Source: an optimization exercise on an open RTL-to-GDS flow (aim: small area, a short achievable clock period and few clock cycles per item). Production flows keep margins and buffers that such runs may drop. The RTL was checked by simulation tests, not by an equivalence proof against the original design. Power and IR drop assume default switching activity.

**design/flow/constraint.sdc**
```tcl
create_clock -name core_clock -period 5.0 [get_ports {clk}]
set_input_delay 1.0000 -clock core_clock [delete_from_list [all_inputs] [get_ports {clk}]]
set_output_delay 1.0000 -clock core_clock [all_outputs]
set_load 0.01 [all_outputs]
```
**design/flow/run.sh**
```bash
#!/bin/bash
# synth_recipe.tcl (not shown) runs the flow's synth.tcl, then flattens the netlist and writes it again
# the make line also repeats each setting of config.mk as NAME=value (left out here)
make -C /OpenROAD-flow-scripts/flow DESIGN_CONFIG=/design/flow/config.mk WORK_HOME=/design/flow/orfs CLKGATE_MAP_FILE= SYNTH_SCRIPT=/design/flow/synth_recipe.tcl finish
```
**design/flow/config.mk**
```make
export PLATFORM = sky130hd
export DESIGN_NAME = ifmap_converter
export DESIGN_NICKNAME = ifmap_converter
export VERILOG_FILES = /design/flow/design.v
export SDC_FILE = /design/flow/constraint.sdc
export NUM_CORES = 4
export LEC_CHECK = 0
export CAP_MARGIN = 20
export CORE_MARGIN = 2
export CORE_UTILIZATION = 45
export CTS_CLUSTER_DIAMETER = 100
export CTS_CLUSTER_SIZE = 20
export SETUP_SLACK_MARGIN = 2.3
export SLEW_MARGIN = 20
```
**design/flow/design.v**
```verilog
`timescale 1ns/1ns
module tile_writer
(
	input  logic clk,
	input  logic reset,
	input  logic [64-1:0] in_data,
	input  logic in_empty_n,
	output logic in_read,
	input  logic wr_room,
	output logic take,
	output logic [8*8-1:0] wr_hi_n,
	output logic [8*8-1:0] wr_lo_n,
	output logic [64-1:0] wr_data
);
	function automatic logic [5:0] cvt_loc(input logic [2:0] b, input logic [11:0] t, input logic [5:0] n);
		logic [5:0] r;
		r = '0;
		if (t[0]) r = r | {n[5], n[4], n[3], n[2], n[1], n[0]};
		if (t[1]) r = r | {n[0], n[3] ^ b[2], n[2] ^ b[1], n[1] ^ b[0], n[5], n[4]};
		if (t[2]) r = r | {n[4], n[2] ^ b[1] ^ b[2], n[1] ^ b[0] ^ b[1], n[5] ^ b[0], n[0], n[3] ^ b[2]};
		if (t[3]) r = r | {n[3] ^ b[2], n[1] ^ b[0] ^ b[1] ^ b[2], n[5] ^ b[0] ^ b[1], n[0] ^ b[0], n[4], n[2] ^ b[1] ^ b[2]};
		if (t[4]) r = r | {n[2] ^ b[1] ^ b[2], n[5] ^ b[0] ^ b[1] ^ b[2], n[0] ^ b[0] ^ b[1], n[4] ^ b[0], n[3] ^ b[2], n[1] ^ b[0] ^ b[1] ^ b[2]};
		if (t[5]) r = r | {n[1] ^ b[0] ^ b[1] ^ b[2], n[0] ^ b[0] ^ b[1] ^ b[2], n[4] ^ b[0] ^ b[1], n[3] ^ b[0] ^ b[2], n[2] ^ b[1] ^ b[2], n[5] ^ b[0] ^ b[1] ^ b[2]};
		if (t[6]) r = r | {n[5] ^ b[0] ^ b[1] ^ b[2], n[4] ^ b[0] ^ b[1] ^ b[2], n[3] ^ b[0] ^ b[1] ^ b[2], n[2] ^ b[0] ^ b[1] ^ b[2], n[1] ^ b[0] ^ b[1] ^ b[2], n[0] ^ b[0] ^ b[1] ^ b[2]};
		if (t[7]) r = r | {n[0] ^ b[0] ^ b[1] ^ b[2], n[3] ^ b[0] ^ b[1], n[2] ^ b[0] ^ b[2], n[1] ^ b[1] ^ b[2], n[5] ^ b[0] ^ b[1] ^ b[2], n[4] ^ b[0] ^ b[1] ^ b[2]};
		if (t[8]) r = r | {n[4] ^ b[0] ^ b[1] ^ b[2], n[2] ^ b[0], n[1] ^ b[2], n[5] ^ b[1] ^ b[2], n[0] ^ b[0] ^ b[1] ^ b[2], n[3] ^ b[0] ^ b[1]};
		if (t[9]) r = r | {n[3] ^ b[0] ^ b[1], n[1], n[5] ^ b[2], n[0] ^ b[1] ^ b[2], n[4] ^ b[0] ^ b[1] ^ b[2], n[2] ^ b[0]};
		if (t[10]) r = r | {n[2] ^ b[0], n[5], n[0] ^ b[2], n[4] ^ b[1] ^ b[2], n[3] ^ b[0] ^ b[1], n[1]};
		if (t[11]) r = r | {n[1], n[0], n[4] ^ b[2], n[3] ^ b[1], n[2] ^ b[0], n[5]};
		cvt_loc = r;
	endfunction
	function automatic logic [8-1:0] dec3(input logic [2:0] x);
		dec3 = 8'(1) << x;
	endfunction
	logic [6-1:0] tk_n;
	logic [6-1:0] tk_n1;
	logic [11:0] tk_t;
	logic tk_wrap;
	logic in_hold;
	logic [2:0] tk_k;
	assign take = ~in_hold & in_empty_n;
	assign tk_wrap = (tk_n == '1);
	always_ff @(posedge clk or posedge reset) begin
		if (reset) begin
			in_read <= 1'b0;
			in_hold <= 1'b1;
			tk_n <= '0;
			tk_n1 <= 6'(1);
			tk_t <= 12'd1;
		end else begin
			in_read <= wr_room;
			in_hold <= ~wr_room;
			if (take) begin
				if (tk_wrap) begin
					tk_n <= '0;
					tk_n1 <= 6'(1);
					tk_t <= {tk_t[10:0], tk_t[11]};
				end else begin
					tk_n <= tk_n1;
					tk_n1 <= tk_n1 + 1'b1;
				end
			end
		end
	end
	assign tk_k = tk_n[4:2];
	always_ff @(posedge clk) begin
		for (int b = 0; b < 8; b++) begin
			wr_data[b*8 +: 8] <=
				in_data[(8-1-(b ^ tk_k))*8 +: 8];
		end
	end
	for (genvar b = 0; b < 8; b++) begin : g_addr
		logic [6-1:0] wa;
		assign wa = cvt_loc(3'(b), tk_t, tk_n);
		always_ff @(posedge clk or posedge reset) begin
			if (reset) begin
				wr_hi_n[b*8 +: 8] <= '1;
			end else begin
				wr_hi_n[b*8 +: 8] <= ~(take ? dec3(wa[5:3]) : '0);
			end
		end
		always_ff @(posedge clk) begin
			wr_lo_n[b*8 +: 8] <= ~dec3(wa[2:0]);
		end
	end
endmodule
`timescale 1ns/1ns
module tile_buffer
(
	input  logic clk,
	input  logic [8*8-1:0] wr_hi_n,
	input  logic [8*8-1:0] wr_lo_n,
	input  logic [64-1:0] wr_data,
	input  logic [8*8-1:0] rd_hi,
	input  logic [8*8-1:0] rd_lo,
	output logic [64-1:0] rd_data
);
	localparam int DEPTH = 64;
	logic [8-1:0] mem [0:8-1][0:DEPTH-1];
	for (genvar b = 0; b < 8; b++) begin : g_bank
		logic [8-1:0] whi_n;
		logic [8-1:0] wlo_n;
		logic [8-1:0] hi;
		logic [8-1:0] lo;
		logic [8-1:0] grp [0:8-1];
		assign whi_n = wr_hi_n[b*8 +: 8];
		assign wlo_n = wr_lo_n[b*8 +: 8];
		assign hi = rd_hi[b*8 +: 8];
		assign lo = rd_lo[b*8 +: 8];
		for (genvar a = 0; a < DEPTH; a++) begin : g_ent
			always_ff @(posedge clk) begin
				if (!(whi_n[a / 8] || wlo_n[a % 8])) begin
					mem[b][a] <= wr_data[b*8 +: 8];
				end
			end
		end
		always_comb begin
			for (int h = 0; h < 8; h++) begin
				grp[h] = '0;
				for (int l = 0; l < 8; l++) begin
					grp[h] = grp[h] | (mem[b][h*8 + l] & {8{lo[l]}});
				end
			end
			rd_data[b*8 +: 8] = '0;
			for (int h = 0; h < 8; h++) begin
				rd_data[b*8 +: 8] = rd_data[b*8 +: 8] |
					(grp[h] & {8{hi[h]}});
			end
		end
	end
endmodule
`timescale 1ns/1ns
module transpose_reader
(
	input  logic clk,
	input  logic reset,
	input  logic take,
	input  logic wr_en,
	output logic wr_room,
	input  logic [64-1:0] rd_data,
	output logic [8*8-1:0] rd_hi,
	output logic [8*8-1:0] rd_lo,
	input  logic out_full_n,
	output logic [64-1:0] out_data,
	output logic out_last,
	output logic out_write
);
	function automatic logic [5:0] cvt_loc(input logic [2:0] b, input logic [11:0] t, input logic [5:0] n);
		logic [5:0] r;
		r = '0;
		if (t[0]) r = r | {n[5], n[4], n[3], n[2], n[1], n[0]};
		if (t[1]) r = r | {n[0], n[3] ^ b[2], n[2] ^ b[1], n[1] ^ b[0], n[5], n[4]};
		if (t[2]) r = r | {n[4], n[2] ^ b[1] ^ b[2], n[1] ^ b[0] ^ b[1], n[5] ^ b[0], n[0], n[3] ^ b[2]};
		if (t[3]) r = r | {n[3] ^ b[2], n[1] ^ b[0] ^ b[1] ^ b[2], n[5] ^ b[0] ^ b[1], n[0] ^ b[0], n[4], n[2] ^ b[1] ^ b[2]};
		if (t[4]) r = r | {n[2] ^ b[1] ^ b[2], n[5] ^ b[0] ^ b[1] ^ b[2], n[0] ^ b[0] ^ b[1], n[4] ^ b[0], n[3] ^ b[2], n[1] ^ b[0] ^ b[1] ^ b[2]};
		if (t[5]) r = r | {n[1] ^ b[0] ^ b[1] ^ b[2], n[0] ^ b[0] ^ b[1] ^ b[2], n[4] ^ b[0] ^ b[1], n[3] ^ b[0] ^ b[2], n[2] ^ b[1] ^ b[2], n[5] ^ b[0] ^ b[1] ^ b[2]};
		if (t[6]) r = r | {n[5] ^ b[0] ^ b[1] ^ b[2], n[4] ^ b[0] ^ b[1] ^ b[2], n[3] ^ b[0] ^ b[1] ^ b[2], n[2] ^ b[0] ^ b[1] ^ b[2], n[1] ^ b[0] ^ b[1] ^ b[2], n[0] ^ b[0] ^ b[1] ^ b[2]};
		if (t[7]) r = r | {n[0] ^ b[0] ^ b[1] ^ b[2], n[3] ^ b[0] ^ b[1], n[2] ^ b[0] ^ b[2], n[1] ^ b[1] ^ b[2], n[5] ^ b[0] ^ b[1] ^ b[2], n[4] ^ b[0] ^ b[1] ^ b[2]};
		if (t[8]) r = r | {n[4] ^ b[0] ^ b[1] ^ b[2], n[2] ^ b[0], n[1] ^ b[2], n[5] ^ b[1] ^ b[2], n[0] ^ b[0] ^ b[1] ^ b[2], n[3] ^ b[0] ^ b[1]};
		if (t[9]) r = r | {n[3] ^ b[0] ^ b[1], n[1], n[5] ^ b[2], n[0] ^ b[1] ^ b[2], n[4] ^ b[0] ^ b[1] ^ b[2], n[2] ^ b[0]};
		if (t[10]) r = r | {n[2] ^ b[0], n[5], n[0] ^ b[2], n[4] ^ b[1] ^ b[2], n[3] ^ b[0] ^ b[1], n[1]};
		if (t[11]) r = r | {n[1], n[0], n[4] ^ b[2], n[3] ^ b[1], n[2] ^ b[0], n[5]};
		cvt_loc = r;
	endfunction
	function automatic logic [6-1:0] need_occ(input logic [6-1:0] n);
		case (n)
			6'd0: need_occ = 6'd29;
			6'd1: need_occ = 6'd60;
			6'd2: need_occ = 6'd27;
			6'd3: need_occ = 6'd58;
			6'd4: need_occ = 6'd25;
			6'd5: need_occ = 6'd56;
			6'd6: need_occ = 6'd23;
			6'd7: need_occ = 6'd54;
			6'd8: need_occ = 6'd21;
			6'd9: need_occ = 6'd52;
			6'd10: need_occ = 6'd19;
			6'd11: need_occ = 6'd50;
			6'd12: need_occ = 6'd17;
			6'd13: need_occ = 6'd48;
			6'd14: need_occ = 6'd15;
			6'd15: need_occ = 6'd46;
			6'd16: need_occ = 6'd14;
			6'd17: need_occ = 6'd45;
			6'd18: need_occ = 6'd12;
			6'd19: need_occ = 6'd43;
			6'd20: need_occ = 6'd10;
			6'd21: need_occ = 6'd41;
			6'd22: need_occ = 6'd8;
			6'd23: need_occ = 6'd39;
			6'd24: need_occ = 6'd6;
			6'd25: need_occ = 6'd37;
			6'd26: need_occ = 6'd4;
			6'd27: need_occ = 6'd35;
			6'd28: need_occ = 6'd2;
			6'd29: need_occ = 6'd33;
			6'd30: need_occ = 6'd0;
			6'd31: need_occ = 6'd31;
			6'd32: need_occ = 6'd0;
			6'd33: need_occ = 6'd30;
			6'd34: need_occ = 6'd0;
			6'd35: need_occ = 6'd28;
			6'd36: need_occ = 6'd0;
			6'd37: need_occ = 6'd26;
			6'd38: need_occ = 6'd0;
			6'd39: need_occ = 6'd24;
			6'd40: need_occ = 6'd0;
			6'd41: need_occ = 6'd22;
			6'd42: need_occ = 6'd0;
			6'd43: need_occ = 6'd20;
			6'd44: need_occ = 6'd0;
			6'd45: need_occ = 6'd18;
			6'd46: need_occ = 6'd0;
			6'd47: need_occ = 6'd16;
			6'd48: need_occ = 6'd0;
			6'd49: need_occ = 6'd15;
			6'd50: need_occ = 6'd0;
			6'd51: need_occ = 6'd13;
			6'd52: need_occ = 6'd0;
			6'd53: need_occ = 6'd11;
			6'd54: need_occ = 6'd0;
			6'd55: need_occ = 6'd9;
			6'd56: need_occ = 6'd0;
			6'd57: need_occ = 6'd7;
			6'd58: need_occ = 6'd0;
			6'd59: need_occ = 6'd5;
			6'd60: need_occ = 6'd0;
			6'd61: need_occ = 6'd3;
			6'd62: need_occ = 6'd0;
			6'd63: need_occ = 6'd1;
			default: need_occ = 6'd0;
		endcase
	endfunction
	function automatic logic [8-1:0] dec3(input logic [2:0] x);
		dec3 = 8'(1) << x;
	endfunction
	logic [6-1:0] rd_n;
	logic [6-1:0] rd_n1;
	logic [11:0] rd_t1;
	logic [11:0] rd_t1_nx;
	logic rd_wrap;
	logic [6:0] occ;
	logic [6:0] pend;
	logic [6-1:0] need;
	logic rd_ok;
	logic adv;
	logic rd;
	logic s1_valid;
	logic s1_last;
	logic [64-1:0] s1_data;
	logic [2:0] s1_p;
	logic [64-1:0] packed_word;
	logic s2_valid;
	logic out_idle;
	logic s2_last;
	logic [64-1:0] s2_data;
	assign rd_ok = {1'b0, occ} >= {2'b00, need};
	assign adv = out_idle | out_full_n;
	assign rd = adv & rd_ok;
	always_ff @(posedge clk or posedge reset) begin
		if (reset) begin
			occ <= '0;
			pend <= '0;
		end else begin
			if (wr_en != rd) begin
				occ <= wr_en ? occ + 1'b1 : occ - 1'b1;
			end
			if (take != rd) begin
				pend <= take ? pend + 1'b1 : pend - 1'b1;
			end
		end
	end
	assign wr_room = ~(~rd & ((pend == 7'd64) | ((pend == 7'd63) & take)));
	assign rd_wrap = (rd_n == '1);
	assign rd_t1_nx = {rd_t1[10:0], rd_t1[11]};
	always_ff @(posedge clk or posedge reset) begin
		if (reset) begin
			rd_n <= '0;
			rd_n1 <= 6'(1);
			rd_t1 <= 12'd2;
			need <= need_occ('0);
		end else if (rd) begin
			if (rd_wrap) begin
				rd_n <= '0;
				rd_n1 <= 6'(1);
				rd_t1 <= rd_t1_nx;
				need <= need_occ('0);
			end else begin
				rd_n <= rd_n1;
				rd_n1 <= rd_n1 + 1'b1;
				need <= need_occ(rd_n1);
			end
		end
	end
	for (genvar b = 0; b < 8; b++) begin : g_addr
		logic [6-1:0] ra0;
		logic [6-1:0] ra_nx;
		assign ra0 = cvt_loc(3'(b), 12'd2, '0);
		assign ra_nx = rd_wrap ? cvt_loc(3'(b), rd_t1_nx, '0) : cvt_loc(3'(b), rd_t1, rd_n1);
		always_ff @(posedge clk or posedge reset) begin
			if (reset) begin
				rd_hi[b*8 +: 8] <= dec3(ra0[5:3]);
				rd_lo[b*8 +: 8] <= dec3(ra0[2:0]);
			end else if (rd) begin
				rd_hi[b*8 +: 8] <= dec3(ra_nx[5:3]);
				rd_lo[b*8 +: 8] <= dec3(ra_nx[2:0]);
			end
		end
	end
	always_ff @(posedge clk or posedge reset) begin
		if (reset) begin
			s1_valid <= 1'b0;
			s1_last <= 1'b0;
		end else if (adv) begin
			s1_valid <= rd_ok;
			s1_last <= rd_ok & rd_wrap;
		end
	end
	always_ff @(posedge clk or posedge reset) begin
		if (reset) begin
			s1_data <= '0;
		end else if (adv) begin
			s1_data <= rd_data;
		end
	end
	always_ff @(posedge clk) begin
		if (adv) begin
			s1_p <= rd_n[3:1];
		end
	end
	always_comb begin
		for (int k = 0; k < 8; k++) begin
			packed_word[(8-1-k)*8 +: 8] =
				s1_data[(3'(k) ^ s1_p)*8 +: 8];
		end
	end
	always_ff @(posedge clk or posedge reset) begin
		if (reset) begin
			s2_valid <= 1'b0;
			s2_last <= 1'b0;
		end else if (adv) begin
			s2_valid <= s1_valid;
			s2_last <= s1_last;
		end
	end
	always_ff @(posedge clk) begin
		if (adv) begin
			s2_data <= packed_word;
		end
	end
	always_ff @(posedge clk or posedge reset) begin
		if (reset) begin
			out_write <= 1'b0;
			out_idle <= 1'b1;
			out_last <= 1'b0;
		end else if (adv) begin
			out_write <= s2_valid;
			out_idle <= ~s2_valid;
			out_last <= s2_last;
		end
	end
	always_ff @(posedge clk or posedge reset) begin
		if (reset) begin
			out_data <= '0;
		end else if (adv) begin
			out_data <= s2_data;
		end
	end
endmodule
`timescale 1ns/1ns
module ifmap_converter
(
	input  logic clk,
	input  logic reset,
	input  logic [64-1:0] in_data,
	input  logic in_empty_n,
	output logic in_read,
	input  logic out_full_n,
	output logic [64-1:0] out_data,
	output logic out_last,
	output logic out_write
);
	logic take;
	logic wr_en;
	logic [8*8-1:0] wr_hi_n;
	logic [8*8-1:0] wr_lo_n;
	logic [64-1:0] wr_data;
	logic wr_room;
	logic [8*8-1:0] rd_hi;
	logic [8*8-1:0] rd_lo;
	logic [64-1:0] rd_data;
	tile_writer writer_i (
		.clk(clk),
		.reset(reset),
		.in_data(in_data),
		.in_empty_n(in_empty_n),
		.in_read(in_read),
		.wr_room(wr_room),
		.take(take),
		.wr_hi_n(wr_hi_n),
		.wr_lo_n(wr_lo_n),
		.wr_data(wr_data)
	);
	always_ff @(posedge clk or posedge reset) begin
		if (reset) begin
			wr_en <= 1'b0;
		end else begin
			wr_en <= take;
		end
	end
	tile_buffer buffer_i (
		.clk(clk),
		.wr_hi_n(wr_hi_n),
		.wr_lo_n(wr_lo_n),
		.wr_data(wr_data),
		.rd_hi(rd_hi),
		.rd_lo(rd_lo),
		.rd_data(rd_data)
	);
	transpose_reader reader_i (
		.clk(clk),
		.reset(reset),
		.take(take),
		.wr_en(wr_en),
		.wr_room(wr_room),
		.rd_data(rd_data),
		.rd_hi(rd_hi),
		.rd_lo(rd_lo),
		.out_full_n(out_full_n),
		.out_data(out_data),
		.out_last(out_last),
		.out_write(out_write)
	);
endmodule
```
==> run summary, run 1 <==
clock sink total 4689; maximum level of the CTS H-tree 5; Clock Latency Late Sink between 900 and 1000 ps; cell count after synthesis 10.5k; share of the yosys chip area belonging to registers 0.781; layout cells sized above 1 0.121; Detail Placement HPWL ~330 mm; final number of hold-violating endpoints 0; status timing/DRC/antenna clean; post-DR vias/cell 6.46; final core utilization 0.494; commonest non-fill, non-tap cell in the layout sky130_fd_sc_hd__edfxtp_1; DRC violations left 0; placement row count 229; data required time at the worst endpoint 5760 ps; area of the mapped netlist 176000 um2; portion of total power attributed to combinational logic 0.156; cell chain of the critical path buf_4 -> a22oi_1 -> nand4_1 -> a22o_1 -> a221oi_1 -> a31oi_1; share of async-settable or async-resettable flops after synthesis 0.0849; via count of the routed design 102k; worst hold path type flip-flop to flip-flop; Final min period roughly 2800 ps; Tightest Pin Transition about 1200 ps; total number of yosys warnings 13; largest clock skew in the final design 54.5 ps; kind of start point of the critical path flip-flop; Die W 630 um; global-route wire length before repair ~740 mm; switching pwr approximately 30 mW; initial antenna violation count 35; Hold Buf Count CTS 0; flop and latch count out of synthesis 4689; post-DR wirelength/cell 33.3 um; worst-path cell with the longest stage delay sky130_fd_sc_hd__dfrtp_2; total leakage power 58.3 nW; average footprint of a synthesized cell 16.8 um2; Pre-antenna DRT Iters 6; clock tree root buffer cell sky130_fd_sc_hd__clkbuf_16; largest net degree at the start of global routing around 170; Final Setup Violations 0; clock network power share 0.242; clock tree from TritonCTS done; relative slew slack 0.184; sw frac 0.310; global route total overflow 0; number of buffers inserted during clock tree synthesis 275; setup repair after global routing missed its margin true; Detailed Route Iter0 Violations 13.7k; global routing usage on met2 0.403; CP Buf/Inv Count 1; buffers from clock root to sink, at most 4; clock input transition at the sequential cells of the worst setup and hold paths around 90 ps; met3 track demand over resource 0.0484; Detail Route Antenna Nets 0; area of the core 389000 um2; maximum net fanout on the critical path 26; starting density of the core 0.453; internal power 66.7 mW; critical path endpoint category flip-flop; sequential cell fraction of total power 0.602; number of different library cells in the post-synthesis netlist 73; wirelength, routed 528 mm; count of port buffers added during placement 134; overall die area 397000 um2; tightest hold margin between 400 and 500 ps; cell family contributing the most delay on the critical path compound AO/OA/AOI/OAI gates; met1 demand-to-capacity share in global routing 0.358; global route hottest layer met2; maximum vdd ir drop roughly 0.00037 V; upper clock frequency limit approximately 360 MHz; area added between synthesis and finish 9.23%; critical setup path kind flip-flop to flip-flop; period utilisation layout 0.551; final-report max-slew violation count 0; Post-layout nets 10.4k; PwrDens 503 nW/um2; overall routing resource usage 0.258; gp weighted congestion 0.915; endpoint arrival time on the critical path 3520 ps; net count after synthesis 10.6k; number of flops mapped to enable cells by yosys 4163; Die Height 630 um; crit-path max cell delay around 680 ps; prevailing post-synth register cell sky130_fd_sc_hd__edfxtp_1; I/O pin total 135; most frequent cells in the layout sky130_fd_sc_hd__edfxtp_1, sky130_fd_sc_hd__a22oi_1, sky130_fd_sc_hd__nor2_1; Max-Cap Viols 0; number of global-route vias before repair between 90k and 100k
cell families (layout without fill, tap and decap cells):
family / count (synthesis) / after routing / share of synthesized area
AND/OR/NAND/NOR: 1742 / 1744 / 0.0470
other: 0 / 157 / 0
XOR/XNOR: 17 / 17 / 0.000930
multiplexers: 358 / 358 / 0.0310
flip-flops: 4689 / 4689 / 0.781
AO/OA/AOI/OAI: 2798 / 2798 / 0.120
adder cells (fa/ha/maj): 27 / 27 / 0.00200
buffers and inverters: 843 / 870 / 0.0182
final cells by class:
cell class | instances | area (um2)
Clock buffer | 419 | 7550
Inverter | 49 | 203
Sequential cell | 4689 | 138000
Timing Repair Buffer | 373 | 3620
Tap cell | 5197 | 6500
Multi-Input combinational cell | 4944 | 35900
Antenna cell | 157 | 393
Clock inverter | 29 | 415
Fill cell | 31897 | 197000
layer usage:
| layer | part of all wire | vias up |
|---|---|---|
| met4 | 0.046 | 8 |
| met2 | 0.46 | 5526 |
| met5 | 0.00011 | - |
| met3 | 0.096 | 870 |
| met1 | 0.40 | 53394 |
| li1 | - | 42565 |
worst register-to-register path, stage by stage (launching register included):
cell	delay (ps)
sky130_fd_sc_hd__dfrtp_2	680
sky130_fd_sc_hd__buf_4	420
sky130_fd_sc_hd__a22oi_1	220
sky130_fd_sc_hd__nand4_1	320
sky130_fd_sc_hd__a22o_1	290
sky130_fd_sc_hd__a221oi_1	480
sky130_fd_sc_hd__a31oi_1	160
stage by stage:
step	worst slack [ps]	power (mW)	setup TNS, ps	cells	area, um2
after floorplan	-1280	63.2	-395570	10474	176000
after global placement	1100	72.9	0	15202	183000
after detailed placement	1090	73.6	0	15206	183000
after CTS	2290	96.5	0	15674	192000
after global routing	2230	99.4	0	15837	192000
final	2240	96.8	0	15857	193000
power groups by stage:
stage / sequential (mW) / combinational [mW] / clock [mW]
after global routing: 58.7 / 15.9 / 24.9
after global placement: 58.9 / 14.0 / 0
final: 58.3 / 15.1 / 23.4
after detailed placement: 59.1 / 14.5 / 0
after CTS: 58.2 / 14.7 / 23.5
after floorplan: 54.8 / 8.41 / 0
worst paths after layout:
| path | from | cells past startpoint | slack (ps) | to |
|---|---|---|---|---|
| setup / recovery | reader_i.rd_lo[22] | 6 | 2240 | reader_i.s1_data[23] |
| hold / removal | reader_i.rd_n[3] | 0 | 480 | reader_i.s1_p[2] |
| setup reg to reg | reader_i.rd_lo[22] | 6 | 2240 | reader_i.s1_data[23] |
| hold reg to reg | reader_i.rd_n[3] | 0 | 480 | reader_i.s1_p[2] |
| max in group asynchronous | reset | 3 | 3080 | reader_i.rd_lo[52] |
| min in group asynchronous | reset | 2 | 760 | reader_i.rd_hi[4] |
synth_stat cells (all sizes together) (30+ instances only):
master | count | area (um2)
inv | 47 | 176
nand2 | 289 | 1090
and2 | 34 | 213
a31oi | 61 | 382
a41oi | 35 | 307
a32o | 43 | 430
clkbuf | 582 | 2190
edfxtp | 4163 | 125000
a22oi | 2075 | 15600
nor2 | 741 | 2780
mux4 | 129 | 2910
dfrtp | 308 | 7710
dfstp | 90 | 2360
nand3 | 30 | 150
nor2b | 35 | 219
nand4 | 508 | 3180
a221oi | 125 | 1090
buf | 212 | 835
a21oi | 65 | 329
a22o | 177 | 1550
dfxtp | 128 | 2560
mux2 | 207 | 2330
o21ai | 87 | 435
registers in the layout (all words and copies together), names as in the netlist, 12 cells and up:
name               flops
buffer_i.mem        4096
reader_i.out_data     64
reader_i.rd_hi        64
reader_i.rd_lo        64
reader_i.rd_t1        12
reader_i.s1_data      64
reader_i.s2_data      64
writer_i.tk_t         12
writer_i.wr_data      64
writer_i.wr_hi_n      64
writer_i.wr_lo_n      64
what timing repair did:
item,CTS,global route
setup endpoints to repair,393,185
resized for setup,299,57
pin swaps,6,14
setup buffers,19,24
hold endpoints to repair,0,0
gates cloned,1,2
Testbench counts, summed over its fixed seeds: cycles 8,712, tiles 128.
==> inputs of run 2 (changes only) <==
--- a/design/flow/design.v
+++ b/design/flow/design.v
@@ -318,11 +318,5 @@
 	end
-	always_ff @(posedge clk or posedge reset) begin
-		if (reset) begin
-			s1_data <= '0;
-		end else if (adv) begin
-			s1_data <= rd_data;
-		end
-	end
 	always_ff @(posedge clk) begin
 		if (adv) begin
+			s1_data <= rd_data;
 			s1_p <= rd_n[3:1];
--- a/design/flow/config.mk
+++ b/design/flow/config.mk
@@ -12,3 +12,3 @@
 export CTS_CLUSTER_SIZE = 20
-export SETUP_SLACK_MARGIN = 2.3
+export SETUP_SLACK_MARGIN = 2.5
 export SLEW_MARGIN = 20
==> run summary, run 2 <==
average footprint of a synthesized cell 16.8 um2 (about the same); Detail Route Antenna Nets 0 (unchanged); CP Buf/Inv Count 2 (+1); via count of the routed design 104k (+1.6%); setup repair after global routing missed its margin true; upper clock frequency limit 343 MHz (-5.4%); post-synth top area cell sky130_fd_sc_hd__edfxtp_1; total leakage power 60.3 nW (+3.4%); DRC violations left 0 (unchanged); critical path endpoint category flip-flop; maximum net fanout on the critical path 10 (-62%); placement row count 229 (unchanged); Clock Latency Late Sink 960 ps (about the same); clock sink total 4689 (unchanged); Critical Path Most Common Cell sky130_fd_sc_hd__nand4_1; I/O pin total 135 (unchanged); gp weighted congestion 0.907 (-0.90%); share of async-settable or async-resettable flops after synthesis 0.0712 (-0.0136); max reg flops 4096 (unchanged); final-report max-slew violation count 0 (unchanged); clock tree root buffer cell sky130_fd_sc_hd__clkbuf_16; largest net degree at the start of global routing 123 (-26%); cell count after synthesis 10.5k (-0.086%); number of buffers inserted during clock tree synthesis 275 (unchanged); share of the yosys chip area belonging to registers 0.783 (+0.00225); wirelength, routed 542 mm (+2.7%); PnR Total Power 100 mW (+3.4%); combinational family with the most area after synthesis compound AO/OA/AOI/OAI gates; internal power 68.3 mW (+2.3%); Area contributors post-synth sky130_fd_sc_hd__edfxtp_1, sky130_fd_sc_hd__a22oi_1, sky130_fd_sc_hd__dfrtp_1, sky130_fd_sc_hd__nand4_1, sky130_fd_sc_hd__mux4_2; initial antenna violation count 46 (+31%); number of flops mapped to enable cells by yosys 4227 (+1.5%); switching pwr 31.8 mW (+5.8%); Final Cell Area 198000 um2 (+2.8%); total number of yosys warnings 13 (unchanged); buffers from clock root to sink, at most 4 (unchanged); CP Launch Point reader_i.rd_lo[61]; cell chain of the critical path buf_6 -> buf_4 -> a22oi_1 -> nand4_1 -> a22oi_2 -> nand4_1; overall die area 396000 um2 (about the same); clock network power share 0.234 (-0.008); Tightest Pin Transition 1150 ps (-74.4 ps); relative slew slack 0.230 (+0.0468); Die W 630 um (about the same); fraction of the mapped netlist area in compound gates 0.115 (-0.00494); number of different library cells in the post-synthesis netlist 81 (+11%); final cell count without fillers 16.1k (+1.2%); sw frac 0.318 (+0.00712); net count after synthesis 10.6k (-0.085%); number of placed cells counting well taps 15.2k (+0.059%); period utilisation layout 0.583 (+0.0315); final number of hold-violating endpoints 0 (unchanged); maximum level of the CTS H-tree 5 (unchanged); share of Yosys cell area claimed by the top area cell type 0.721 (+0.0113); largest clock skew in the final design 47.1 ps (-7.38 ps); PwrDens 505 nW/um2 (+0.56%); endpoint arrival time on the critical path 3310 ps (-210 ps); share of synthesized area spent on multiplexers 0.0310 (+0.0000527); area of the mapped netlist 176000 um2 (about the same); area of placed instances 183000 um2 (about the same); Detailed Route Iter0 Violations 14.8k (+8.6%); Pre-antenna DRT Iters 8 (+2); count of port buffers added during placement 134 (unchanged); worst r2r src reader_i.rd_lo[61]; global route total overflow 0 (unchanged); layout cells sized above 1 0.175 (+0.0540); cell family contributing the most delay on the critical path simple AND/OR/NAND/NOR gates; clock tree from TritonCTS done; sequential cell fraction of total power 0.569 (-0.033); flop and latch count out of synthesis 4689 (unchanged); commonest non-fill, non-tap cell in the layout sky130_fd_sc_hd__edfxtp_1; area of the core 389000 um2 (unchanged); xor and xnor area share after synthesis 0.000795 (-0.000134); final setup margin 2090 ps (-157 ps); Post-layout nets 10.7k (+2.6%); post-DR wirelength/cell 33.7 um (+1.4%); Final min period 2910 ps (+157 ps); kind of start point of the critical path flip-flop; Hold Buf Count CTS 0 (unchanged); post-DR vias/cell 6.48 (+0.35%); crit-path max cell delay 800 ps (+120 ps); portion of total power attributed to combinational logic 0.197 (+0.041); Max-Cap Viols 0 (unchanged); synth cell count leaders sky130_fd_sc_hd__edfxtp_1, sky130_fd_sc_hd__a22oi_1, sky130_fd_sc_hd__nor2_1; data required time at the worst endpoint 5400 ps (-360 ps); Die Height 630 um (about the same); number of global-route vias before repair 99.1k (+0.76%); worst-path cell with the longest stage delay sky130_fd_sc_hd__nand4_1; clock input transition at the sequential cells of the worst setup and hold paths 90 ps (about the same); post-placement setup slack 1100 ps (+13.9 ps); overall routing resource usage 0.264 (+0.00573); Detail Placement HPWL 324 mm (-1.1%); critical setup path kind flip-flop to flip-flop; worst hold path type flip-flop to flip-flop; Top reg by flops buffer_i.mem; simple-gate area share of the yosys netlist 0.0499 (+0.00289); most used standard cell by instance count after synthesis sky130_fd_sc_hd__edfxtp_1; most frequent cells in the layout sky130_fd_sc_hd__edfxtp_1, sky130_fd_sc_hd__a22oi_1, sky130_fd_sc_hd__nor2_1; status timing/DRC/antenna clean; maximum vdd ir drop 0.000518 V (+42%); area added between synthesis and finish 12.4%; area share of fa/ha/maj cells after synthesis 0.00200 (about the same); Final Setup Violations 0 (unchanged); number of inserted filler cells in the final layout 31.3k (-1.7%); prevailing post-synth register cell sky130_fd_sc_hd__edfxtp_1; global-route wire length before repair 754 mm (+1.6%); critical hold path startpoint reader_i.s2_valid; starting density of the core 0.452 (about the same)
-- run 2: changes by cell type in the layout (fill, tap and decap cells not counted), sizes merged, moves of 71 or more --
cell	previous run	this run
buf	269	564
a22oi	2075	2324
a22o	177	50
a221oi	125	7
nand4	508	579
-- run 2: per-layer routing --
layer	global-route usage	wire (um)	vias to the layer above
met1	0.366	210000	53952
met3	0.0488	54200	973
met4	0.115	27700	20
met2	0.409	250000	6048
met5	0	118	-
li1	-	-	43008
-- run 2: worst reg2reg max path: stages, from the launching register on --
cell and delay, ps:
sky130_fd_sc_hd__dfrtp_4 570, sky130_fd_sc_hd__buf_6 170, sky130_fd_sc_hd__buf_4 180, sky130_fd_sc_hd__a22oi_1 190, sky130_fd_sc_hd__nand4_1 170, sky130_fd_sc_hd__a22oi_2 280, sky130_fd_sc_hd__nand4_1 800
-- run 2: path summary, 6_finish.rpt --
check                      depth (start not counted)  slack (ps)                     to
max                                                6        2090   reader_i.s1_data[63]
min                                                1         470      reader_i.out_idle
max reg2reg                                        6        2090   reader_i.s1_data[63]
min reg2reg                                        1         470      reader_i.out_idle
max in group asynchronous                          3        3060  reader_i.out_data[62]
min in group asynchronous                          2         760       writer_i.tk_n[0]
-- run 2: final cells by class --
type	instances	area [um2]	share of cell area
multi-input cells	4946	37100	0.187
well taps	5197	6500	0.0328
diodes	109	273	0.00138
inverters	47	194	0.000980
clock inverters	33	514	0.00260
clock buffers	389	7400	0.0374
flip-flops and latches	4689	138000	0.699
repair buffers	645	7540	0.0381
-- run 2: power groups by stage --
stage	clock network, mW	logic (mW)	registers, mW
final	23.4	19.7	56.9
after global routing	24.7	20.6	57.3
after CTS	23.5	18.7	56.9
after detailed placement	0	16.9	58.0
after global placement	0	16.3	57.8
after floorplan	0	9.63	54.7
-- run 2: through the flow --
step	hold slack (ps)	util	setup TNS (ps)
2_1_floorplan	383	-	-94950
3_3_place_gp	454	0.470	0
3_5_place_dp	464	0.471	0
4_1_cts	479	0.503	0
5_1_grt	497	0.508	0
6_report	473	0.508	0
-- run 2: cell families after synthesis --
logic type,after synthesis
and+or+nand+nor,1817
buffers and inverters,832
adders and majority gates,27
DFF,4689
AOI/OAI and AO/OA,2726
xor gates and xnor gates,16
muxes,358
-- run 2: repair_timing --
action,4_1_cts,5_1_grt
pin swaps,160,145
setup buffers,203,73
gates resized for setup,784,225
cloned,28,4
endpoints found under the setup margin,526,345
Testbench counts of run 2, summed over its fixed seeds: cycles 8,712, tiles 128.
==> inputs of run 3 (changes only) <==
--- a/design/flow/design.v
+++ b/design/flow/design.v
@@ -318,5 +318,11 @@
 	end
+	always_ff @(posedge clk or posedge reset) begin
+		if (reset) begin
+			s1_data <= '0;
+		end else if (adv) begin
+			s1_data <= rd_data;
+		end
+	end
 	always_ff @(posedge clk) begin
 		if (adv) begin
-			s1_data <= rd_data;
 			s1_p <= rd_n[3:1];
==> run summary, run 3 <==
prevailing post-synth register cell sky130_fd_sc_hd__edfxtp_1; post-DR wirelength/cell 33.2 um (-1.5%); internal power 66.9 mW (-2.0%); worst flop-to-flop path endpoint writer_i.wr_data[5]; clock network power share 0.240 (+0.006); Post-layout nets 10.5k (-2.0%); I/O pin total 135 (unchanged); area added between synthesis and finish 9.75%; largest clock skew in the final design 52.0 ps (+4.92 ps); switching pwr 30.2 mW (-5.0%); crit-path max cell delay 510 ps (-290 ps); critical path endpoint category primary output; post-DR vias/cell 6.45 (-0.35%); initial antenna violation count 46 (unchanged); number of different library cells in the post-synthesis netlist 73 (-9.9%); maximum level of the CTS H-tree 5 (unchanged); average footprint of a synthesized cell 16.8 um2 (about the same); total number of yosys warnings 13 (unchanged); Tightest Pin Transition 1150 ps (-4.53 ps); critical setup path kind flip-flop to primary output; maximum net fanout on the critical path 2 (-8); period utilisation layout 0.523 (-0.0600); cell family contributing the most delay on the critical path flip-flops; final-report max-slew violation count 0 (unchanged); Area contributors post-synth sky130_fd_sc_hd__edfxtp_1, sky130_fd_sc_hd__a22oi_1, sky130_fd_sc_hd__dfrtp_1, sky130_fd_sc_hd__nand4_1, sky130_fd_sc_hd__mux4_2; Top reg by flops buffer_i.mem; area of the core 389000 um2 (unchanged); worst r2r src writer_i.tk_n[2]; area of the mapped netlist 176000 um2 (about the same); sw frac 0.311 (-0.00668); critical hold path startpoint reader_i.s2_data[40]; number of flops mapped to enable cells by yosys 4163 (-1.5%); upper clock frequency limit 383 MHz (+11%); relative slew slack 0.233 (+0.00303); Detailed Route Iter0 Violations 13.2k (-11%); max reg flops 4096 (unchanged); path length in cells of the critical path 1 (-5); buffers from clock root to sink, at most 4 (unchanged); via count of the routed design 103k (-1.4%); Clock Latency Late Sink 960 ps (about the same); count of port buffers added during placement 134 (unchanged); cell chain of the critical path buf_6; depth of the worst register-to-register path 3 (-3); portion of total power attributed to combinational logic 0.166 (-0.031); data required time at the worst endpoint 4000 ps (-1400 ps); starting density of the core 0.453 (about the same); post-synth top area cell sky130_fd_sc_hd__edfxtp_1; clock sink total 4689 (unchanged); status timing/DRC/antenna clean; setup slack of the most critical reg-to-reg path 2490 ps (+400 ps); Die Height 630 um (about the same); net count after synthesis 10.6k (+0.085%); clock input transition at the sequential cells of the worst setup and hold paths 80 ps (about the same); final number of hold-violating endpoints 0 (unchanged); gp weighted congestion 0.934 (+3.0%); hold path depth 1 (unchanged); synth cell count leaders sky130_fd_sc_hd__edfxtp_1, sky130_fd_sc_hd__a22oi_1, sky130_fd_sc_hd__nor2_1; flop and latch count out of synthesis 4689 (unchanged); PwrDens 502 nW/um2 (-0.73%); share of the yosys chip area belonging to registers 0.781 (-0.00225); Final min period 2610 ps (-300 ps); Hold Buf Count CTS 0 (unchanged); Min-Delay Endpoint reader_i.out_data[40]; most used standard cell by instance count after synthesis sky130_fd_sc_hd__edfxtp_1; kind of start point of the critical path flip-flop; DRC violations left 0 (unchanged); wirelength, routed 528 mm (-2.5%); Detail Placement HPWL 328 mm (+1.4%); maximum vdd ir drop 0.000358 V (-31%); most frequent cells in the layout sky130_fd_sc_hd__edfxtp_1, sky130_fd_sc_hd__a22oi_1, sky130_fd_sc_hd__nor2_1; final core utilization 0.497 (-0.0116); endpoint arrival time on the critical path 1610 ps (-1700 ps); CP Buf/Inv Count 1 (-1); sequential cell fraction of total power 0.594 (+0.025); global route total overflow 0 (unchanged); placement row count 229 (unchanged); total leakage power 58.8 nW (-2.6%); Detail Route Antenna Nets 0 (unchanged); share of async-settable or async-resettable flops after synthesis 0.0849 (+0.0136); share of Yosys cell area claimed by the top area cell type 0.709 (-0.0113); overall die area 397000 um2 (about the same); number of inserted filler cells in the final layout 31.6k (+0.85%); Pre-antenna DRT Iters 6 (-2); clock tree from TritonCTS done; cell count after synthesis 10.5k (+0.086%); commonest non-fill, non-tap cell in the layout sky130_fd_sc_hd__edfxtp_1; setup repair after global routing missed its margin true; layout cells sized above 1 0.133 (-0.0427); largest net degree at the start of global routing 90 (-27%); tightest hold margin 479 ps (+6.31 ps); Max-Cap Viols 0 (unchanged); overall routing resource usage 0.258 (-0.00615); PnR Total Power 97.1 mW (-3.0%); Final Setup Violations 0 (unchanged); clock tree root buffer cell sky130_fd_sc_hd__clkbuf_16; number of global-route vias before repair 97.8k (-1.3%); global-route wire length before repair 738 mm (-2.1%); worst-path cell with the longest stage delay sky130_fd_sc_hd__dfrtp_2; number of buffers inserted during clock tree synthesis 273 (-0.73%); Die W 630 um (about the same); worst hold path type flip-flop to flip-flop; setup TNS after final layout 0 ps (unchanged)
[run 3: cell count changes in the layout (fill, tap and decap cells not counted), moves of 54 or more]
cell	delta
sky130_fd_sc_hd__a22oi_2	-242
sky130_fd_sc_hd__a22o_1	+127
sky130_fd_sc_hd__dfrtp_1	+92
sky130_fd_sc_hd__buf_6	-85
sky130_fd_sc_hd__a221oi_1	+79
sky130_fd_sc_hd__nand4_1	-70
sky130_fd_sc_hd__edfxtp_1	-64
sky130_fd_sc_hd__nor2_1	+58
sky130_fd_sc_hd__clkbuf_1	+56
sky130_fd_sc_hd__o21ai_1	-54
[run 3: how the worst max path moves through the flow]
stage	start	endpoint	slack (ps)
detailed placement	out_full_n	reader_i.occ[1]	1310
global placement	out_full_n	reader_i.occ[1]	1310
CTS	reader_i.out_last	out_last	2340
global route	reader_i.out_data[22]	out_data[22]	2380
floorplan	reset	reader_i.need[1]	-1280
finish	reader_i.out_last	out_last	2390
[run 3: per-layer routing]
metal  routed length [um]  part of all wire  global-route usage  vias up
met5                  153           0.00029                   0        -
met4                21100             0.040              0.0967       24
met3                51400             0.097              0.0487      872
met2               247000              0.47               0.403     5597
met1               209000              0.40               0.360    53363
li1                     -                 -                   -    42679
[run 3: logic make-up after synthesis]
| logic type | synth area share |
|---|---|
| xor gates and xnor gates | 0.000930 |
| buffers and inverters | 0.0182 |
| adders and majority gates | 0.00200 |
| DFF | 0.781 |
| and+or+nand+nor | 0.0470 |
| muxes | 0.0310 |
| AOI/OAI and AO/OA | 0.120 |
[run 3: area by class of cell]
type                    instances  area [um2]  share of cell area
inverters                      49         206             0.00107
clock buffers                 443        7580              0.0392
repair buffers                433        4090              0.0212
diodes                        103         258             0.00133
multi-input cells            4944       36400               0.188
clock inverters                27         383             0.00198
flip-flops and latches       4689      138000               0.714
well taps                    5197        6500              0.0336
[run 3: power groups by stage]
stage	sequential [mW]	clock, mW	combinational [mW]
after detailed placement	58.6	0	15.0
final	57.7	23.3	16.1
after global routing	58.1	24.8	16.9
after CTS	57.6	23.4	15.7
after floorplan	54.8	0	8.47
after global placement	58.3	0	14.6
[run 3: what timing repair did]
action / 4_1_cts / 5_1_grt
buffers inserted: 54 / 31
gates cloned: 4 / 1
pin swaps: 19 / 18
setup endpoints to repair: 457 / 287
gates resized for setup: 429 / 109
endpoints found under the hold margin: 0 / 0
[run 3: per-stage QoR]
step | worst slack [ps] | instance area, um2 | instances
final | 2390 | 193000 | 15885
after global routing | 2380 | 193000 | 15871
after CTS | 2340 | 192000 | 15748
after detailed placement | 1310 | 183000 | 15220
after global placement | 1310 | 183000 | 15219
after floorplan | -1280 | 176000 | 10474
Testbench counts of run 3, summed over its fixed seeds: cycles 8,712, tiles 128.
==> inputs of run 4 (changes only) <==
--- a/design/flow/config.mk
+++ b/design/flow/config.mk
@@ -12,3 +12,3 @@
 export CTS_CLUSTER_SIZE = 20
-export SETUP_SLACK_MARGIN = 2.5
+export SETUP_SLACK_MARGIN = 2.65
 export SLEW_MARGIN = 20
==> run summary, run 4 <==
global route total overflow 0 (unchanged); number of different library cells in the post-synthesis netlist 73 (unchanged); hold path depth 1 (unchanged); Die Height 630 um (unchanged); Final Cell Area 198000 um2 (+2.4%); largest clock skew in the final design 45.0 ps (-6.97 ps); CP Buf/Inv Count 1 (unchanged); post-DR vias/cell 6.48 (+0.34%); setup repair after global routing missed its margin true; area of placed instances 183000 um2 (about the same); global-route wire length before repair 759 mm (+2.8%); period utilisation layout 0.529 (+0.00618); flop and latch count out of synthesis 4689 (unchanged); post-DR wirelength/cell 34.0 um (+2.3%); initial antenna violation count 30 (-35%); Detail Route Antenna Nets 0 (unchanged); area taken by flip-flops and latches 138000 um2 (about the same); area of the mapped netlist 176000 um2 (unchanged); Tightest Pin Transition 1130 ps (-15.8 ps); post-synth top area cell sky130_fd_sc_hd__edfxtp_1; buffers from clock root to sink, at most 4 (unchanged); number of buffers inserted during clock tree synthesis 277 (+1.5%); prevailing post-synth register cell sky130_fd_sc_hd__edfxtp_1; I/O pin total 135 (unchanged); final number of hold-violating endpoints 0 (unchanged); final-report max-slew violation count 0 (unchanged); max reg flops 4096 (unchanged); maximum net fanout on the critical path 2 (unchanged); relative slew slack 0.244 (+0.0106); overall die area 397000 um2 (unchanged); cell count after synthesis 10.5k (unchanged); commonest non-fill, non-tap cell in the layout sky130_fd_sc_hd__edfxtp_1; critical setup path kind flip-flop to primary output; wirelength, routed 549 mm (+3.9%); total leakage power 60.6 nW (+3.0%); final core utilization 0.508 (+0.0117); Max-Cap Viols 0 (unchanged); PnR Total Power 100 mW (+3.3%); via count of the routed design 104k (+1.9%); starting density of the core 0.453 (unchanged); number of global-route vias before repair 99.3k (+1.5%); upper clock frequency limit 378 MHz (-1.2%); Detail Placement HPWL 331 mm (+0.81%); area of the core 389000 um2 (unchanged); number of inserted filler cells in the final layout 31.2k (-1.2%); clock tree root buffer cell sky130_fd_sc_hd__clkbuf_16; overall routing resource usage 0.266 (+0.00804); Pre-antenna DRT Iters 6 (unchanged); Clock Latency Late Sink 960 ps (about the same); placement row count 229 (unchanged); most used standard cell by instance count after synthesis sky130_fd_sc_hd__edfxtp_1; final cell count without fillers 16.1k (+1.5%); share of async-settable or async-resettable flops after synthesis 0.0849 (unchanged); maximum level of the CTS H-tree 5 (unchanged); number of flops mapped to enable cells by yosys 4163 (unchanged); Detailed Route Iter0 Violations 13.7k (+4.1%); worst-path cell with the longest stage delay sky130_fd_sc_hd__dfrtp_2; largest net degree at the start of global routing 120 (+33%); clock tree from TritonCTS done; clock input transition at the sequential cells of the worst setup and hold paths 90 ps (about the same); worst hold path type flip-flop to flip-flop; share of Yosys cell area claimed by the top area cell type 0.709 (unchanged); area added between synthesis and finish 12.3%; path length in cells of the critical path 1 (unchanged); cell chain of the critical path buf_6; Final Setup Violations 0 (unchanged); clock sink total 4689 (unchanged); maximum vdd ir drop 0.000320 V (-11%); kind of start point of the critical path flip-flop; net count after synthesis 10.6k (unchanged); layout cells sized above 1 0.167 (+0.0347); endpoint arrival time on the critical path 1640 ps (+30 ps); Top reg by flops buffer_i.mem; count of port buffers added during placement 134 (unchanged); Final min period 2640 ps (+30.9 ps); number of placed cells counting well taps 15.2k (-0.085%); Post-layout nets 10.7k (+1.8%); data required time at the worst endpoint 4000 ps (about the same); crit-path max cell delay 510 ps (about the same); Area contributors post-synth sky130_fd_sc_hd__edfxtp_1, sky130_fd_sc_hd__a22oi_1, sky130_fd_sc_hd__dfrtp_1, sky130_fd_sc_hd__nand4_1, sky130_fd_sc_hd__mux4_2; average footprint of a synthesized cell 16.8 um2 (unchanged); combined area of the multi-input logic cells 37800 um2 (+4.0%); Die W 630 um (unchanged); cell family contributing the most delay on the critical path flip-flops; total number of yosys warnings 13 (unchanged); DRC violations left 0 (unchanged); gp weighted congestion 0.934 (about the same); synth cell count leaders sky130_fd_sc_hd__edfxtp_1, sky130_fd_sc_hd__a22oi_1, sky130_fd_sc_hd__nor2_1; depth of the worst register-to-register path 9 (+6); share of the yosys chip area belonging to registers 0.781 (unchanged); critical path endpoint category primary output; most frequent cells in the layout sky130_fd_sc_hd__edfxtp_1, sky130_fd_sc_hd__a22oi_1, sky130_fd_sc_hd__nor2_1; PwrDens 507 nW/um2 (+0.95%); status timing/DRC/antenna clean
## run 4: cell counts after synthesis
Identical to the previous run, type by type.
## run 4: worst paths after layout
| path | to | slack, ps | from |
|---|---|---|---|
| worst max register to register | reader_i.rd_hi[38] | 2480 | reader_i.rd_n1[4] |
| min in group asynchronous | wr_en | 500 | reset |
| max in group asynchronous | reader_i.out_data[57] | 3330 | reset |
| worst min-delay path | reader_i.out_data[58] | 480 | reader_i.s2_data[58] |
| worst max-delay path | out_data[53] | 2360 | reader_i.out_data[53] |
| worst min register to register | reader_i.out_data[58] | 480 | reader_i.s2_data[58] |
## run 4: report_power, final
group          switching (mW)  internal, mW
sequential               7.40          50.8
clock                    12.9          10.8
combinational            11.4          7.03
## run 4: metrics by stage
stage               setup slack, ps  hold slack, ps  setup TNS, ps
global placement                717             467              0
floorplan                     -1280             383        -395570
finish                         2360             480              0
detailed placement              590             468              0
global route                   2320             496              0
CTS                            2300             460              0
## run 4: kinds of logic after synthesis
group	Yosys count	synth area share
AOI/OAI and AO/OA	2798	0.120
xor gates and xnor gates	17	0.000930
DFF	4689	0.781
and+or+nand+nor	1742	0.0470
buffers and inverters	843	0.0182
muxes	358	0.0310
adders and majority gates	27	0.00200
## run 4: cell type report
class | instances | share of cell area
Antenna cell | 166 | 0.00210
Timing Repair Buffer | 618 | 0.0339
Timing Repair inverter | 1 | 0.0000442
Inverter | 49 | 0.00114
Clock inverter | 27 | 0.00213
Multi-Input combinational cell | 4945 | 0.191
Sequential cell | 4689 | 0.698
Tap cell | 5197 | 0.0328
Clock buffer | 433 | 0.0389
## run 4: worst reg2reg max path, cell delays in order, from the launching register on
cell,delay [ps]
sky130_fd_sc_hd__dfrtp_4,540
sky130_fd_sc_hd__buf_6,150
sky130_fd_sc_hd__a222oi_1,300
sky130_fd_sc_hd__buf_4,180
sky130_fd_sc_hd__o211ai_1,100
sky130_fd_sc_hd__or4b_4,530
sky130_fd_sc_hd__a21oi_4,160
sky130_fd_sc_hd__buf_12,160
sky130_fd_sc_hd__nor2_4,50
sky130_fd_sc_hd__a32o_1,240
## run 4: repair_timing
item / CTS / global route
setup endpoints to repair: 603 / 365
buffers inserted: 136 / 137
pin swaps: 46 / 115
gates cloned: 8 / 11
resized for setup: 724 / 289
hold endpoints to repair: 0 / 0
hold buffers: 0 / 0
## run 4: metal layers
layer / vias to the layer above / wire [um] / GRT usage
li1: 43120 / - / -
met1: 54726 / 217000 / 0.371
met2: 5674 / 254000 / 0.411
met3: 907 / 51600 / 0.0508
met4: 6 / 25400 / 0.111
met5: - / 42 / 0
==> inputs of run 5 (changes only) <==
--- a/design/flow/config.mk
+++ b/design/flow/config.mk
@@ -9,6 +9,6 @@
 export CORE_MARGIN = 2
-export CORE_UTILIZATION = 45
+export CORE_UTILIZATION = 50
 export CTS_CLUSTER_DIAMETER = 100
 export CTS_CLUSTER_SIZE = 20
-export SETUP_SLACK_MARGIN = 2.65
+export SETUP_SLACK_MARGIN = 2.5
 export SLEW_MARGIN = 20
==> run summary, run 5 <==
Die W 598 um (-5.1%); Pre-antenna DRT Iters 7 (+1); final core utilization 0.549 (+0.0407); clock network power share 0.239 (+0.003); Hold Buf Count CTS 0 (unchanged); PwrDens 505 nW/um2 (-0.22%); number of different library cells in the post-synthesis netlist 73 (unchanged); initial antenna violation count 31 (+3.3%); share of the yosys chip area belonging to registers 0.781 (unchanged); Final min period 2630 ps (-10.7 ps); largest clock skew in the final design 55.4 ps (+10.4 ps); wirelength, routed 533 mm (-2.8%); critical path endpoint category primary output; most used standard cell by instance count after synthesis sky130_fd_sc_hd__edfxtp_1; placement row count 218 (-4.8%); Tightest Pin Transition 1120 ps (-10.7 ps); post-placement setup slack 1090 ps (+501 ps); cell count after synthesis 10.5k (unchanged); Final Cell Area 193000 um2 (-2.4%); number of global-route vias before repair 97.8k (-1.5%); area of placed instances 183000 um2 (-0.36%); Post-layout nets 10.5k (-1.5%); Detailed Route Iter0 Violations 13.9k (+1.1%); Top reg by flops buffer_i.mem; most frequent cells in the layout sky130_fd_sc_hd__edfxtp_1, sky130_fd_sc_hd__a22oi_1, sky130_fd_sc_hd__nor2_1; Clock Latency Late Sink 960 ps (about the same); post-synth top area cell sky130_fd_sc_hd__edfxtp_1; global-route wire length before repair 742 mm (-2.3%); area added between synthesis and finish 9.63%; overall routing resource usage 0.290 (+0.0244); prevailing post-synth register cell sky130_fd_sc_hd__edfxtp_1; upper clock frequency limit 380 MHz (+0.40%); period utilisation layout 0.527 (-0.00213); clock input transition at the sequential cells of the worst setup and hold paths 90 ps (about the same); crit-path max cell delay 520 ps (about the same); commonest non-fill, non-tap cell in the layout sky130_fd_sc_hd__edfxtp_1; portion of total power attributed to combinational logic 0.167 (-0.016); total number of yosys warnings 13 (unchanged); number of flops mapped to enable cells by yosys 4163 (unchanged); maximum level of the CTS H-tree 5 (unchanged); cell family contributing the most delay on the critical path flip-flops; final number of hold-violating endpoints 0 (unchanged); kind of start point of the critical path flip-flop; starting density of the core 0.501 (+0.0483); setup TNS after final layout 0 ps (unchanged); synth cell count leaders sky130_fd_sc_hd__edfxtp_1, sky130_fd_sc_hd__a22oi_1, sky130_fd_sc_hd__nor2_1; global route total overflow 0 (unchanged); sequential cell fraction of total power 0.594 (+0.014); data required time at the worst endpoint 4000 ps (about the same); critical setup path kind flip-flop to primary output; CP Buf/Inv Count 1 (unchanged); Detail Placement HPWL 332 mm (+0.38%); worst hold path type flip-flop to flip-flop; max reg flops 4096 (unchanged); clock sink total 4689 (unchanged); flop and latch count out of synthesis 4689 (unchanged); share of Yosys cell area claimed by the top area cell type 0.709 (unchanged); net count after synthesis 10.6k (unchanged); overall die area 357000 um2 (-9.9%); switching pwr 30.4 mW (-4.0%); buffers from clock root to sink, at most 4 (unchanged); post-DR vias/cell 6.72 (+3.8%); worst-path cell with the longest stage delay sky130_fd_sc_hd__dfrtp_2; gp weighted congestion 0.931 (-0.28%); Detail Route Antenna Nets 0 (unchanged); post-DR wirelength/cell 34.8 um (+2.4%); via count of the routed design 103k (-1.5%); Max-Cap Viols 0 (unchanged); maximum vdd ir drop 0.000333 V (+4.2%); PnR Total Power 97.7 mW (-2.6%); Area contributors post-synth sky130_fd_sc_hd__edfxtp_1, sky130_fd_sc_hd__a22oi_1, sky130_fd_sc_hd__dfrtp_1, sky130_fd_sc_hd__nand4_1, sky130_fd_sc_hd__mux4_2; sw frac 0.311 (-0.00430); clock tree from TritonCTS done; final setup margin 2370 ps (+10.7 ps); internal power 67.3 mW (-2.0%); endpoint arrival time on the critical path 1630 ps (about the same); area of the core 352000 um2 (-9.6%); status timing/DRC/antenna clean; average footprint of a synthesized cell 16.8 um2 (unchanged); total leakage power 59.0 nW (-2.6%); share of async-settable or async-resettable flops after synthesis 0.0849 (unchanged); cell chain of the critical path buf_6; Final Setup Violations 0 (unchanged); clock tree root buffer cell sky130_fd_sc_hd__clkbuf_16; I/O pin total 135 (unchanged); largest net degree at the start of global routing 132 (+10%); maximum net fanout on the critical path 2 (unchanged); count of port buffers added during placement 134 (unchanged); area of the mapped netlist 176000 um2 (unchanged); relative slew slack 0.251 (+0.00715); final-report max-slew violation count 0 (unchanged); DRC violations left 0 (unchanged); layout cells sized above 1 0.138 (-0.0294); Die Height 598 um (-5.1%); number of buffers inserted during clock tree synthesis 274 (-1.1%); setup repair after global routing missed its margin true
==> run 5: cell counts after synthesis <==
No cell type changed its count.
==> run 5: cells by family after synthesis <==
group	Yosys count	synth area share
adders and majority gates	27	0.00200
muxes	358	0.0310
xor gates and xnor gates	17	0.000930
DFF	4689	0.781
AOI/OAI and AO/OA	2798	0.120
buffers and inverters	843	0.0182
and+or+nand+nor	1742	0.0470
==> run 5: final cells by class <==
| type | count | area [um2] |
|---|---|---|
| Fill cell | 27293 | 159000 |
| Sequential cell | 4689 | 138000 |
| Timing Repair Buffer | 461 | 4590 |
| Clock inverter | 25 | 320 |
| Antenna cell | 88 | 220 |
| Clock buffer | 424 | 7620 |
| Tap cell | 4620 | 5780 |
| Multi-Input combinational cell | 4944 | 36400 |
| Inverter | 49 | 210 |
==> run 5: path summary, 6_finish.rpt <==
| check | cells after the start | slack, ps | startpoint | to |
|---|---|---|---|---|
| setup reg to reg | 7 | 2460 | reader_i.rd_t1[1] | reader_i.rd_lo[50] |
| setup / recovery | 1 | 2370 | reader_i.out_data[22] | out_data[22] |
| max in group asynchronous | 3 | 3130 | reset | reader_i.rd_lo[33] |
| min in group asynchronous | 2 | 720 | reset | reader_i.rd_hi[4] |
| hold reg to reg | 1 | 470 | reader_i.s2_valid | reader_i.out_idle |
| hold / removal | 1 | 470 | reader_i.s2_valid | reader_i.out_idle |
==> run 5: power by group through the flow <==
stage / clock [mW] / combinational (mW) / sequential, mW
6_report: 23.3 / 16.3 / 58.0
5_1_grt: 24.9 / 17.1 / 58.4
4_1_cts: 23.5 / 15.3 / 57.9
3_5_place_dp: 0 / 14.7 / 58.9
3_3_place_gp: 0 / 14.3 / 58.6
2_1_floorplan: 0 / 8.47 / 54.8
==> run 5: layer usage <==
layer / global-route usage / vias up / part of all wire
met5: 0 / - / 0.00013
met4: 0.109 / 10 / 0.044
met2: 0.452 / 5509 / 0.46
met3: 0.0524 / 809 / 0.095
met1: 0.410 / 53884 / 0.40
li1: - / 42659 / -
==> run 5: timing repair <==
item	in CTS	in global routing
pin swaps	10	19
cloned	2	4
setup endpoints to repair	503	275
resized for setup	511	125
buffers inserted	43	65
==> run 5: per-stage QoR <==
| stage | instances | hold slack, ps |
|---|---|---|
| 2_1_floorplan | 10474 | 383 |
| 3_3_place_gp | 14648 | 442 |
| 3_5_place_dp | 14649 | 462 |
| 4_1_cts | 15143 | 478 |
| 5_1_grt | 15293 | 493 |
| 6_report | 15300 | 473 |
==> inputs of run 6 (changes only) <==
--- a/design/flow/config.mk
+++ b/design/flow/config.mk
@@ -9,5 +9,5 @@
 export CORE_MARGIN = 2
-export CORE_UTILIZATION = 50
-export CTS_CLUSTER_DIAMETER = 100
-export CTS_CLUSTER_SIZE = 20
+export CORE_UTILIZATION = 45
+export CTS_CLUSTER_DIAMETER = 80
+export CTS_CLUSTER_SIZE = 25
 export SETUP_SLACK_MARGIN = 2.5
==> run summary, run 6 <==
xor and xnor area share after synthesis 0.000930 (unchanged); Area contributors post-synth sky130_fd_sc_hd__edfxtp_1, sky130_fd_sc_hd__a22oi_1, sky130_fd_sc_hd__dfrtp_1, sky130_fd_sc_hd__nand4_1, sky130_fd_sc_hd__mux4_2; kind of start point of the critical path flip-flop; data required time at the worst endpoint 4000 ps (about the same); area of the core 389000 um2 (+11%); synth cell count leaders sky130_fd_sc_hd__edfxtp_1, sky130_fd_sc_hd__a22oi_1, sky130_fd_sc_hd__nor2_1; setup repair after global routing missed its margin true; Die W 630 um (+5.4%); Die Height 630 um (+5.4%); area share of fa/ha/maj cells after synthesis 0.00200 (unchanged); net count after synthesis 10.6k (unchanged); Tightest Pin Transition 1100 ps (-15.2 ps); global route total overflow 0 (unchanged); cell family contributing the most delay on the critical path flip-flops; number of global-route vias before repair 97.1k (-0.73%); worst hold path type flip-flop to flip-flop; maximum level of the CTS H-tree 4 (-1); most used standard cell by instance count after synthesis sky130_fd_sc_hd__edfxtp_1; combinational family with the most area after synthesis compound AO/OA/AOI/OAI gates; clock input transition at the sequential cells of the worst setup and hold paths 100 ps (about the same); largest clock skew in the final design 71.4 ps (+15.9 ps); overall routing resource usage 0.257 (-0.0331); Pre-antenna DRT Iters 8 (+1); wirelength, routed 527 mm (-1.1%); layout cells sized above 1 0.131 (-0.00742); final number of hold-violating endpoints 0 (unchanged); number of buffers inserted during clock tree synthesis 218 (-20%); final core utilization 0.494 (-0.0551); PnR Total Power 95.0 mW (-2.7%); Detailed Route Iter0 Violations 13.6k (-2.0%); endpoint arrival time on the critical path 1660 ps (+30 ps); via count of the routed design 102k (-0.69%); crit-path max cell delay 510 ps (about the same); share of async-settable or async-resettable flops after synthesis 0.0849 (unchanged); simple-gate area share of the yosys netlist 0.0470 (unchanged); total leakage power 58.2 nW (-1.3%); cell chain of the critical path buf_6; fraction of the mapped netlist area in compound gates 0.120 (unchanged); final setup margin 2340 ps (-25.6 ps); average footprint of a synthesized cell 16.8 um2 (unchanged); overall die area 397000 um2 (+11%); post-synth top area cell sky130_fd_sc_hd__edfxtp_1; clock tree root buffer cell sky130_fd_sc_hd__clkbuf_16; status timing/DRC/antenna clean; initial antenna violation count 41 (+32%); cell count after synthesis 10.5k (unchanged); Post-layout nets 10.4k (-0.69%); starting density of the core 0.453 (-0.0483); PwrDens 494 nW/um2 (-2.2%); Final min period 2660 ps (+25.6 ps); area of the mapped netlist 176000 um2 (unchanged); Clock Latency Late Sink 1000 ps (+40 ps); relative slew slack 0.261 (+0.0102); commonest non-fill, non-tap cell in the layout sky130_fd_sc_hd__edfxtp_1; I/O pin total 135 (unchanged); number of inserted filler cells in the final layout 31.7k (+16%); area added between synthesis and finish 9.14%; number of different library cells in the post-synthesis netlist 73 (unchanged); buffers from clock root to sink, at most 4 (unchanged); most frequent cells in the layout sky130_fd_sc_hd__edfxtp_1, sky130_fd_sc_hd__a22oi_1, sky130_fd_sc_hd__nor2_1; worst-path cell with the longest stage delay sky130_fd_sc_hd__dfrtp_2; final-report max-slew violation count 0 (unchanged); Final Cell Area 192000 um2 (-0.44%); gp weighted congestion 0.934 (+0.32%); critical path endpoint category primary output; share of Yosys cell area claimed by the top area cell type 0.709 (unchanged); largest net degree at the start of global routing 90 (-32%); CP Buf/Inv Count 1 (unchanged); DRC violations left 0 (unchanged); Top reg by flops buffer_i.mem; flop and latch count out of synthesis 4689 (unchanged); Detail Route Antenna Nets 0 (unchanged); clock sink total 4689 (unchanged); max reg flops 4096 (unchanged); area taken by flip-flops and latches 138000 um2 (about the same); post-DR vias/cell 6.45 (-4.1%); critical hold path startpoint reader_i.rd_n[3]; Max-Cap Viols 0 (unchanged); combined area of the multi-input logic cells 36400 um2 (about the same); worst r2r src reader_i.rd_n1[0]; number of flops mapped to enable cells by yosys 4163 (unchanged); post-placement setup slack 1310 ps (+223 ps); prevailing post-synth register cell sky130_fd_sc_hd__edfxtp_1; count of port buffers added during placement 134 (unchanged); critical setup path kind flip-flop to primary output; global-route wire length before repair 736 mm (-0.83%); post-DR wirelength/cell 33.3 um (-4.5%); Detail Placement HPWL 328 mm (-1.2%); Final Setup Violations 0 (unchanged); Hold Buf Count CTS 0 (unchanged); CP Launch Point reader_i.out_data[22]; total number of yosys warnings 13 (unchanged); clock tree from TritonCTS done; period utilisation layout 0.532 (+0.00512); maximum net fanout on the critical path 2 (unchanged); upper clock frequency limit 376 MHz (-0.96%); share of synthesized area spent on multiplexers 0.0310 (unchanged); placement row count 229 (+5.0%); share of the yosys chip area belonging to registers 0.781 (unchanged); area of placed instances 183000 um2 (+0.39%); maximum vdd ir drop 0.000369 V (+11%)
[run 6: cell types whose count changed in the layout (fill, tap and decap cells not counted), sizes merged]
cell | before | now
inv | 58 | 63
buf | 390 | 374
diode | 88 | 117
bufinv | 0 | 7
a21oi | 66 | 65
clkbuf | 428 | 370
xnor2 | 11 | 12
clkinvlp | 5 | 6
clkinv | 11 | 15
[run 6: what timing repair did]
item / CTS / global route
pin swaps: 18 / 18
buffers inserted: 58 / 39
gates resized for setup: 430 / 120
gates cloned: 3 / 2
setup endpoints to repair: 455 / 308
[run 6: final timing paths]
kind / end / slack (ps) / cells after the start
worst max-delay path: out_data[22] / 2340 / 1
worst min-delay path: reader_i.s1_p[2] / 460 / 0
worst max register to register: reader_i.rd_hi[38] / 2500 / 9
worst min register to register: reader_i.s1_p[2] / 460 / 0
max in group asynchronous: writer_i.tk_n[3] / 3060 / 3
min in group asynchronous: reader_i.s1_data[3] / 770 / 2
[run 6: area by class of cell]
class / count / share of cell area
tap: 5197 / 0.0338
clock inverter: 42 / 0.00321
clock buffer: 367 / 0.0315
inverter: 49 / 0.00110
multi-input combinational: 4944 / 0.189
sequential: 4689 / 0.718
timing repair buffer: 444 / 0.0220
antenna: 117 / 0.00152
[run 6: cell families (layout without fill, tap and decap cells)]
group | after synthesis | after routing
buffers and inverters | 843 | 902
DFF | 4689 | 4689
adders and majority gates | 27 | 27
other | 0 | 117
xor gates and xnor gates | 17 | 18
muxes | 358 | 358
and+or+nand+nor | 1742 | 1743
AOI/OAI and AO/OA | 2798 | 2798
[run 6: power by group]
part | leakage [nW] | total, mW | switching (mW) | internal (mW)
registers | 43.4 | 57.7 | 6.93 | 50.7
clock network | 3.18 | 21.1 | 12.3 | 8.86
logic | 11.7 | 16.2 | 10.7 | 5.58
[run 6: layer usage]
layer	part of all wire	wire length [um]	track usage	vias up
met3	0.097	51300	0.0486	812
met2	0.47	245000	0.400	5468
met5	0.00024	126	0	-
li1	-	-	-	42566
met4	0.042	21900	0.0998	20
met1	0.40	209000	0.359	53300
[run 6: per-stage QoR]
stage               hold slack (ps)  TNS (ps)  cells
CTS                             463         0  15690
detailed placement              463         0  15220
finish                          463         0  15849
global placement                463         0  15219
floorplan                       383   -395570  10474
global route                    492         0  15825

what the ideal ports hide:
No port has a modelled driver above. Below, the same layouts with a new extraction and two added sets of constraints.
Step 1 sets driving cells, clkbuf_16 on the clock port and buf_2 on the other inputs (assumed; they add their load-dependent delay and slew).
Step 2 moves the port delays by t, midway between the first and last clock arrival at a register: inputs arrive t later, outputs are due t later. That takes back most of the time a late clock gives input paths.
Slacks: no drivers / after step 1 / after step 2; pairs: no drivers / after step 1.
run	t (ns)	setup WS [ns]	worst setup path at the end	clock arrival spread, ns	slew at the worst register clock pin (ns)
run 1	1.057	2.244 / 2.215 / 1.367	input to register	0.066 / 0.066	0.09 / 0.09
run 2	1.056	2.087 / 2.087 / 1.466	input to register	0.051 / 0.051	0.09 / 0.09
run 3	1.055	2.387 / 2.267 / 1.643	input to register	0.069 / 0.070	0.10 / 0.10
run 4	1.055	2.356 / 2.247 / 1.727	input to register	0.065 / 0.066	0.09 / 0.09
run 5	1.046	2.366 / 2.258 / 1.599	input to register	0.071 / 0.070	0.09 / 0.09
run 6	1.083	2.341 / 2.221 / 1.620	input to register	0.086 / 0.086	0.11 / 0.11
After both steps setup and hold are still met in every run listed. For run 1, which loses most, drivers alone change the setup slack by -0.029 ns; drivers and shift together by -0.877 ns.
